This design comes from an exercise in tuning for small area and a short achievable clock period on the open sky130 flow, not from production work.
Function was checked by simulation only, so behaviour that the tests miss may differ from the original.

==> flow/design.v (excerpt) <==
module conv3x3_mac
(
    input  logic                             clk,
    input  logic                             reset,
    input  logic                             conv_en,
    input  logic [9*16-1:0] filter_taps,
    input  logic [9*16-1:0] window_taps,
    output logic [16-1:0]           out_data,
    output logic                             out_we
);
    logic [143:0] f_q;
    logic [3:0] vld;
    logic [396:0] r2_q;
    logic [88:0] r3_q;
    logic [34:0] sum_a, sum_b;
    logic [7:0] one_0, two_0, neg_0;
    logic [7:0] one_d0, two_d0, neg_d0;
    logic [7:0] one_1, two_1, neg_1;
    logic [7:0] one_d1, two_d1, neg_d1;
    logic [7:0] one_2, two_2, neg_2;
    logic [7:0] one_d2, two_d2, neg_d2;
    logic [7:0] one_3, two_3, neg_3;
    logic [7:0] one_d3, two_d3, neg_d3;
    logic [7:0] one_4, two_4, neg_4;
    logic [7:0] one_d4, two_d4, neg_d4;
    logic [7:0] one_5, two_5, neg_5;
    logic [7:0] one_d5, two_d5, neg_d5;
    logic [7:0] one_6, two_6, neg_6;
    logic [7:0] one_d6, two_d6, neg_d6;
    logic [7:0] one_7, two_7, neg_7;
    logic [7:0] one_d7, two_d7, neg_d7;
    logic [7:0] one_8, two_8, neg_8;
    logic [7:0] one_d8, two_d8, neg_d8;
    logic [16:0] pp_0_0;
    logic [16:0] pp_0_1;
    logic [16:0] pp_0_2;
    logic [16:0] pp_0_3;
    logic [16:0] pp_0_4;
  ...
export LEC_CHECK = 0
export ABC_AREA = 1
export CAP_MARGIN = 20
export CORE_MARGIN = 2
export CORE_UTILIZATION = 55
export PLACE_DENSITY = 0.8
export SETUP_SLACK_MARGIN = 5
export SLEW_MARGIN = 20
export SYNTH_HIERARCHICAL = 1
create_clock -name core_clock -period 8.5 [get_ports {clk}]
standard.sh (not shown) runs the stock make flow with config.mk's settings and CLKGATE_MAP_FILE= SYNTH_SCRIPT=/design/flow/synth_recipe.tcl, a recipe that flattens the netlist after the stock synthesis.
==> flow/flow/run.sh <==
#!/bin/bash
# Layout flow: the standard ORFS flow (standard synthesis unchanged),
# except that buffer_ports makes the input and output port buffers from the
# smallest buffer, sky130_fd_sc_hd__buf_1, which the resizer may still size
# up where timing needs it. Each ORFS step keeps its own log under
# orfs/logs/; make's own output goes to flow_make.log here.
set -euo pipefail
bash standard.sh BUFFER_PORTS_ARGS="-buffer_cell sky130_fd_sc_hd__buf_1" finish > flow_make.log 2>&1
Rerun with:
- CORE_UTILIZATION: 55 -> 45
- GPL_ROUTABILITY_DRIVEN: default -> 0
- PLACE_DENSITY: 0.8 -> default
The changed run completed without violations.
Core utilization decreases by 11 points.
Setup slack improved by 0.077 ns.
Final area went up by 0.48%.
Wire length falls by 1.4%.
Register-to-register slack improved by 0.08 ns.
Die area rose by 22%.
Synthesized area is unchanged.
Hold slack gets better by 0.0043 ns.

Starting RTL as in the previous note.
## conv3x3_mac
module conv3x3_mac
(
    input  logic                             clk,
    input  logic                             reset,
    input  logic                             conv_en,
    input  logic [9*16-1:0] filter_taps,
    input  logic [9*16-1:0] window_taps,
    output logic [16-1:0]           out_data,
    output logic                             out_we
);
clock: 8.5 ns
lec_check: 0
abc_area: 1
cap_margin: 20
core_margin: 2
core_utilization: 55
cts_cluster_size: 40
gpl_routability_driven: 0
setup_slack_margin: 5
slew_margin: 20
synth_hierarchical: 1
Scripts as last shown in full above: flow/flow/run.sh
Then changed:
--- a/flow/config.mk
+++ b/flow/config.mk
@@ -10,4 +10,3 @@
 export CORE_MARGIN = 2
-export CORE_UTILIZATION = 55
-export CTS_CLUSTER_SIZE = 40
+export CORE_UTILIZATION = 65
 export GPL_ROUTABILITY_DRIVEN = 0
Outcome:
- The new run passed the timing, design-rule and antenna checks
- clock-buffer cell count falls by 4
- maximum frequency goes down by a few percent
- utilization grows by 11 points

conv3x3_mac again, from the RTL that the note above started with.
==> flow/design.v (excerpt) <==
module conv3x3_mac
(
    input  logic                             clk,
    input  logic                             reset,
    input  logic                             conv_en,
    input  logic [9*16-1:0] filter_taps,
    input  logic [9*16-1:0] window_taps,
    output logic [16-1:0]           out_data,
    output logic                             out_we
);
Settings: LEC_CHECK=0, ABC_AREA=1, CAP_MARGIN=20, CORE_MARGIN=2, CORE_UTILIZATION=55, CTS_CLUSTER_SIZE=24, GPL_ROUTABILITY_DRIVEN=0, SETUP_SLACK_MARGIN=5, SLEW_MARGIN=20, SYNTH_HIERARCHICAL=1; clock period 8.5 ns.
Scripts as last shown in full above: flow/flow/run.sh
Edit:
CTS_CLUSTER_SIZE = default   (was 24)
Result:
- The changed run finished clean
- utilization stays the same
- via count is unchanged
- count of clock-buffer cells in the layout is unchanged
- sequential share of layout area does not change
- final area is unchanged
- die area stays the same
- global-route usage does not change
- wire length is unchanged
- worst setup slack is unchanged

## port drivers added, routing unchanged
The flow's constraints put no driver on any port. The routed layouts listed below were extracted and timed again, unchanged, in two steps. Step 1 (the two cells are an assumption about what drives the block):
set clk [get_ports {clk}]
set_driving_cell -lib_cell sky130_fd_sc_hd__clkbuf_16 $clk
set_driving_cell -lib_cell sky130_fd_sc_hd__buf_2 [delete_from_list [all_inputs] $clk]
Step 2 adds t to the input delays and takes it off the output delays; t is the mean of the earliest and latest rising clock arrival at the registers after step 1. Input paths then give back, and output paths get back, about the clock's delay inside the block. a / b / c = ideal ports / drivers / drivers and shift; a / b = the first two.
| run | t, ns | setup slack, ns | worst register clock-pin slew, ns |
|---|---|---|---|
| the first run of note 1 | 0.799 | 4.971 / 4.971 / 4.971 | 0.07 / 0.07 |
| the second run of note 1 | 0.836 | 5.049 / 5.049 / 5.049 | 0.07 / 0.07 |
| the first run of note 2 | 0.810 | 5.018 / 5.018 / 5.018 | 0.07 / 0.07 |
| the second run of note 2 | 0.782 | 4.816 / 4.816 / 4.816 | 0.07 / 0.07 |
| the first run of note 3 | 0.811 | 5.000 / 5.000 / 5.000 | 0.07 / 0.07 |
| the second run of note 3 | 0.811 | 5.000 / 5.000 / 5.000 | 0.07 / 0.07 |
After both steps every run listed still meets setup and hold.
